Source: an optimization exercise on an open RTL-to-GDS flow (aim: small area, a short achievable clock period and few clock cycles per item). Production flows keep margins and buffers that such runs may drop. Function was checked by simulation only, so behaviour that the tests miss may differ from the original. No activity file was given, so power comes from the tool's default toggle rates.

==> flow/design.v <==
`default_nettype none
package rx_phy_pkg;
  localparam logic [7:0] sym_stp = 8'hFB;
  localparam logic [7:0] sym_sdp = 8'h5C;
  localparam logic [7:0] sym_end = 8'hFD;
  localparam logic [7:0] sym_edb = 8'hFE;
endpackage
`default_nettype wire
`timescale 1ns/1ns
`default_nettype none
module rx_symbol_decode (
  input  logic [31:0] data_i,
  input  logic [3:0]  data_k_i,
  output logic [35:0] word_o
);
  always_comb begin
    for (int i = 0; i < 4; i++) begin
      logic [7:0] v;
      logic       s, t, g, f;
      v = data_i[8*i +: 8];
      t = (v == rx_phy_pkg::sym_stp);
      s = t || (v == rx_phy_pkg::sym_sdp);
      g = (v == rx_phy_pkg::sym_end);
      f = s || g || (v == rx_phy_pkg::sym_edb);
      word_o[9*i +: 9] = data_k_i[i] ? {1'b1, v[7:4], t, g, f, s} : {1'b0, v};
    end
  end
endmodule
`default_nettype wire
`timescale 1ns/1ns
`default_nettype none
module rx_data_handler (
  input  logic                  clk_i,
  input  logic                  rst_i,
  input  logic                  phy_link_up_i,
  input  logic                  phy_fifo_empty_i,
  output logic                  phy_fifo_rd_en_o,
  input  logic                  data_valid_i,
  input  logic [31:0]           data_i,
  input  logic [3:0]            data_k_i,
  output logic [31:0]           m_axis_tdata_o,
  output logic [3:0]            m_axis_tkeep_o,
  output logic                  m_axis_tvalid_o,
  output logic                  m_axis_tlast_o,
  output logic [1:0]            m_axis_tuser_o,
  input  logic                  m_axis_tready_i
);
  logic [35:0] word_in;
  rx_symbol_decode i_decode (
    .data_i   (data_i),
    .data_k_i (data_k_i),
    .word_o   (word_in)
  );
  logic [2:0][35:0] b_q;
  logic [2:0]  wp_q, rp_q;
  logic [35:0] w0_q;
  logic [1:0]  wc_q;
  logic        w0v_q;
  logic        rd_ok_q;
  logic        rd_q;
  logic [3:0]  m_q;
  logic        drop_q;
  logic        open_q;
  logic        tlp_q;
  logic [4:0]  hc_q;
  logic [3:0][7:0] acc_q;
  logic [31:0] od_q;
  logic [3:1]  ok_q;
  logic        ol_q;
  logic [1:0]  ou_q;
  logic        ov_q;
  logic            open_n, tlp_n;
  logic [4:0]      hc_n;
  logic [3:0][3:0] tgt;
  logic [3:0]      w_e, w_n;
  logic            emit;
  logic            cut;
  logic [3:0]      rem_m;
  logic [3:1]      e_keep;
  logic            e_last, e_nul, e_tlp;
  logic            quirk;
  logic [3:0]      d, f, s, g, t;
  logic [4:0]      ob, tb;
  logic [4:0][4:0] hb;
  logic [3:0]      ea, eb, em, pay, segn, prior, clash, cutb, go, first;
  logic [4:0]      stopb;
  logic [3:0][3:0] ln;
  logic [3:0]      we_all;
  always_comb begin
    for (int i = 0; i < 4; i++) begin
      d[i] = m_q[i] && !w0_q[9*i+8];
      f[i] = m_q[i] &&  w0_q[9*i+8] && w0_q[9*i+1];
      s[i] = m_q[i] &&  w0_q[9*i+8] && w0_q[9*i];
      g[i] = w0_q[9*i+2];
      t[i] = w0_q[9*i+3];
    end
    ob[0] = open_q;
    hb[0] = hc_q;
    tb[0] = tlp_q;
    for (int i = 0; i < 4; i++) begin
      pay[i]   = d[i] && ob[i];
      ea[i]    = pay[i] && hb[i][4];
      eb[i]    = f[i] && ob[i] && !hb[i][0];
      ln[i]    = ea[i] ? 4'b0001 : hb[i][3:0];
      ob[i+1]  = f[i] ? s[i] : ob[i];
      tb[i+1]  = s[i] ? t[i] : tb[i];
      hb[i+1]  = f[i] ? 5'b00001 : pay[i] ? {ln[i], 1'b0} : hb[i];
    end
    em = ea | eb;
    prior[0] = 1'b0;
    for (int i = 1; i < 4; i++) prior[i] = prior[i-1] || em[i-1];
    segn  = prior | ea;
    first = em & ~prior;
    we_all = '0;
    for (int i = 0; i < 4; i++) begin
      if (pay[i] && !segn[i]) we_all = we_all | ln[i];
    end
    for (int i = 0; i < 4; i++) begin
      clash[i] = pay[i] && segn[i] && ((ln[i] & we_all) != 4'b0000);
      cutb[i]  = (em[i] && prior[i] && !drop_q) || clash[i];
    end
    stopb[0] = 1'b0;
    for (int i = 0; i < 4; i++) stopb[i+1] = stopb[i] || cutb[i];
    go    = ~stopb[4:1];
    cut   = stopb[4];
    rem_m = m_q & stopb[4:1];
    open_n = ob[4];
    hc_n   = hb[4];
    tlp_n  = tb[4];
    for (int i = 3; i >= 0; i--) begin
      if (cutb[i] && !stopb[i]) begin
        open_n = ob[i];
        hc_n   = hb[i];
        tlp_n  = tb[i];
      end
    end
    emit   = em != 4'b0000;
    e_keep = 3'b111;
    e_last = 1'b0;
    e_nul  = 1'b0;
    e_tlp  = tlp_q;
    for (int i = 0; i < 4; i++) begin
      if (first[i]) begin
        e_tlp = tb[i];
        if (eb[i]) begin
          e_keep = {hb[i][4], hb[i][4] | hb[i][3], hb[i][4] | hb[i][3] | hb[i][2]};
          e_last = 1'b1;
          e_nul  = !g[i];
        end
      end
    end
    tgt = '0;
    w_e = '0;
    w_n = '0;
    for (int i = 0; i < 4; i++) begin
      if (pay[i] && (!segn[i] || go[i])) tgt[i] = ln[i];
      if (pay[i] && !segn[i])            w_e = w_e | ln[i];
      if (pay[i] && segn[i] && go[i])    w_n = w_n | ln[i];
    end
  end
  assign quirk = (m_q == 4'b1111) && open_q && hc_q[4] &&
                 !w0_q[8] && w0_q[17] && w0_q[9] && !w0_q[26] && w0_q[35] && w0_q[28];
  logic [3:0][7:0] sel, e_b;
  always_comb begin
    for (int j = 0; j < 4; j++) begin
      sel[j] = '0;
      for (int i = 0; i < 4; i++) begin
        sel[j] = sel[j] | ({8{tgt[i][j]}} & w0_q[9*i +: 8]);
      end
      e_b[j] = w_e[j] ? sel[j] : acc_q[j];
    end
  end
  logic fire, cons;
  always_comb begin
    w0_q = '0;
    for (int k = 0; k < 3; k++) w0_q = w0_q | ({36{rp_q[k]}} & b_q[k]);
  end
  logic [2:0] wc_n;
  assign fire   = w0v_q && (!ov_q || m_axis_tready_i);
  assign cons   = fire && !cut;
  logic [2:0] wc_in, wc_in_rd;
  assign wc_in    = {1'b0, wc_q} + {2'b00, data_valid_i};
  assign wc_in_rd = wc_in + {2'b00, phy_fifo_rd_en_o};
  assign wc_n     = cons ? wc_in - 3'd1 : wc_in;
  assign phy_fifo_rd_en_o = !rst_i && phy_link_up_i && !phy_fifo_empty_i && rd_ok_q;
  always_ff @(posedge clk_i) begin
    if (rst_i) begin
      wc_q    <= 2'd0;
      w0v_q   <= 1'b0;
      wp_q    <= 3'b001;
      rp_q    <= 3'b001;
      rd_q    <= 1'b0;
      rd_ok_q <= 1'b0;
      open_q  <= 1'b0;
      ov_q    <= 1'b0;
    end else begin
      rd_q    <= phy_fifo_rd_en_o;
      wc_q    <= wc_n[1:0];
      w0v_q   <= cons ? (wc_in > 3'd1) : (wc_in != 3'd0);
      if (data_valid_i) wp_q <= {wp_q[1:0], wp_q[2]};
      if (cons)         rp_q <= {rp_q[1:0], rp_q[2]};
      rd_ok_q <= cons ? (wc_in_rd <= 3'd3) : (wc_in_rd <= 3'd2);
      if (fire) begin
        open_q <= open_n;
      end
      ov_q <= (fire && emit) || (ov_q && !m_axis_tready_i);
    end
  end
  always_ff @(posedge clk_i) begin
    for (int k = 0; k < 3; k++) begin
      if (data_valid_i && wp_q[k]) b_q[k] <= word_in;
    end
    if (fire) begin
      tlp_q <= tlp_n;
      hc_q  <= hc_n;
    end
    if (!w0v_q) begin
      m_q    <= 4'b1111;
      drop_q <= 1'b0;
    end else if (fire) begin
      m_q    <= cut ? rem_m : 4'b1111;
      drop_q <= cut && quirk;
    end
    for (int j = 0; j < 4; j++) begin
      if (fire && (w_e[j] || w_n[j])) acc_q[j] <= sel[j];
    end
    if (fire && emit) begin
      od_q <= e_b;
      ok_q <= e_keep;
      ol_q <= e_last;
      ou_q <= {e_nul && e_last, e_tlp};
    end
  end
  assign m_axis_tvalid_o = ov_q;
  assign m_axis_tdata_o  = od_q;
  assign m_axis_tkeep_o  = {ok_q, 1'b1};
  assign m_axis_tlast_o  = ol_q;
  assign m_axis_tuser_o  = ou_q;
endmodule
`default_nettype wire
export LEC_CHECK = 0
export ABC_AREA = 1
export CAP_MARGIN = 20
export CORE_MARGIN = 2
export CORE_UTILIZATION = 40
export CTS_BUF_LIST = sky130_fd_sc_hd__clkbuf_8
export PLACE_DENSITY = 0.6
export SETUP_SLACK_MARGIN = 4.35
export SLEW_MARGIN = 20
create_clock -name core_clock -period 8.0 [get_ports {clk_i}]
run.sh (not shown) runs the stock make flow with config.mk's settings and CLKGATE_MAP_FILE= SYNTH_SCRIPT=/design/flow/synth_recipe.tcl, a recipe that flattens the netlist after the stock synthesis.
Testbench counts at the start, summed over its fixed seeds: cycles 34,759, items 32,299.
==> next run, changes <==
- SETUP_SLACK_MARGIN: 4.35 -> 4.25
What happened:
- fmax came out lower by 1.8%
- worst setup slack degrades by 0.065 ns
- cell count came out lower by about 0.36%
- first-iteration DRC count came out lower by about 15%
==> next run, changes <==
- CORE_UTILIZATION: 40 -> 30
- PLACE_DENSITY: 0.6 -> 0.5
- SETUP_SLACK_MARGIN: 4.25 -> 4.3
The changed run went through all stages and came out clean.
Fmax is higher by 1.5%.
Synthesized cell count is unchanged.
Sequential cell count is unchanged.
Power came out higher by 2.8%.
Sequential power stays flat.
Synthesized area stays the same.
Die area rises by 32%.
==> next run, changes <==
- CORE_UTILIZATION: 30 -> 40
- PLACE_DENSITY: 0.5 -> 0.6
- SETUP_SLACK_MARGIN: 4.3 -> 4.1
After rerunning:
- critical path depth does not change
- sequential share of layout area rises by 1.7 points
- power falls by 4.5%
- clock power falls by 5.0%
- via count rises by 1.2%
- worst setup slack gets worse by 0.17 ns
- synthesized area stays the same
- non-clock buffer count falls by 24
- worst hold slack gets better by 0.0039 ns
- die area falls by 25%
- register-to-register slack gets worse by 0.22 ns

[static timing again, ports no longer ideal]
Ports are ideal in the flow. The routed layouts listed here were re-timed in OpenROAD. Step 1 assumes that a clkbuf_16 drives the clock port and a buf_2 every other input. Step 2, shift: input delay + t, output delay - t, t = (earliest + latest rising clock arrival at the registers) / 2. This alone moves slack from input paths to output paths. a / b / c = no drivers / after step 1 / after step 2; a / b = the first two.
| run | t (ns) | setup slack, ns | hold WS [ns] | worst setup path after step 2 | slew at the worst register clock pin (ns) |
|---|---|---|---|---|---|
| the first run | 0.575 | 4.362 / 4.317 / 3.998 | 0.459 / 0.459 / 0.459 | input to register | 0.06 / 0.06 |
| the second run | 0.573 | 4.297 / 4.279 / 4.005 | 0.462 / 0.462 / 0.462 | input to register | 0.06 / 0.06 |
| the third run | 0.575 | 4.354 / 4.321 / 4.099 | 0.459 / 0.459 / 0.459 | input to register | 0.07 / 0.07 |
| the fourth run | 0.576 | 4.179 / 4.159 / 4.004 | 0.463 / 0.463 / 0.463 | input to register | 0.07 / 0.07 |
After both steps every run listed still meets setup and hold. For the first run, which loses most, drivers alone change the setup slack by -0.045 ns; drivers and shift together by -0.364 ns.
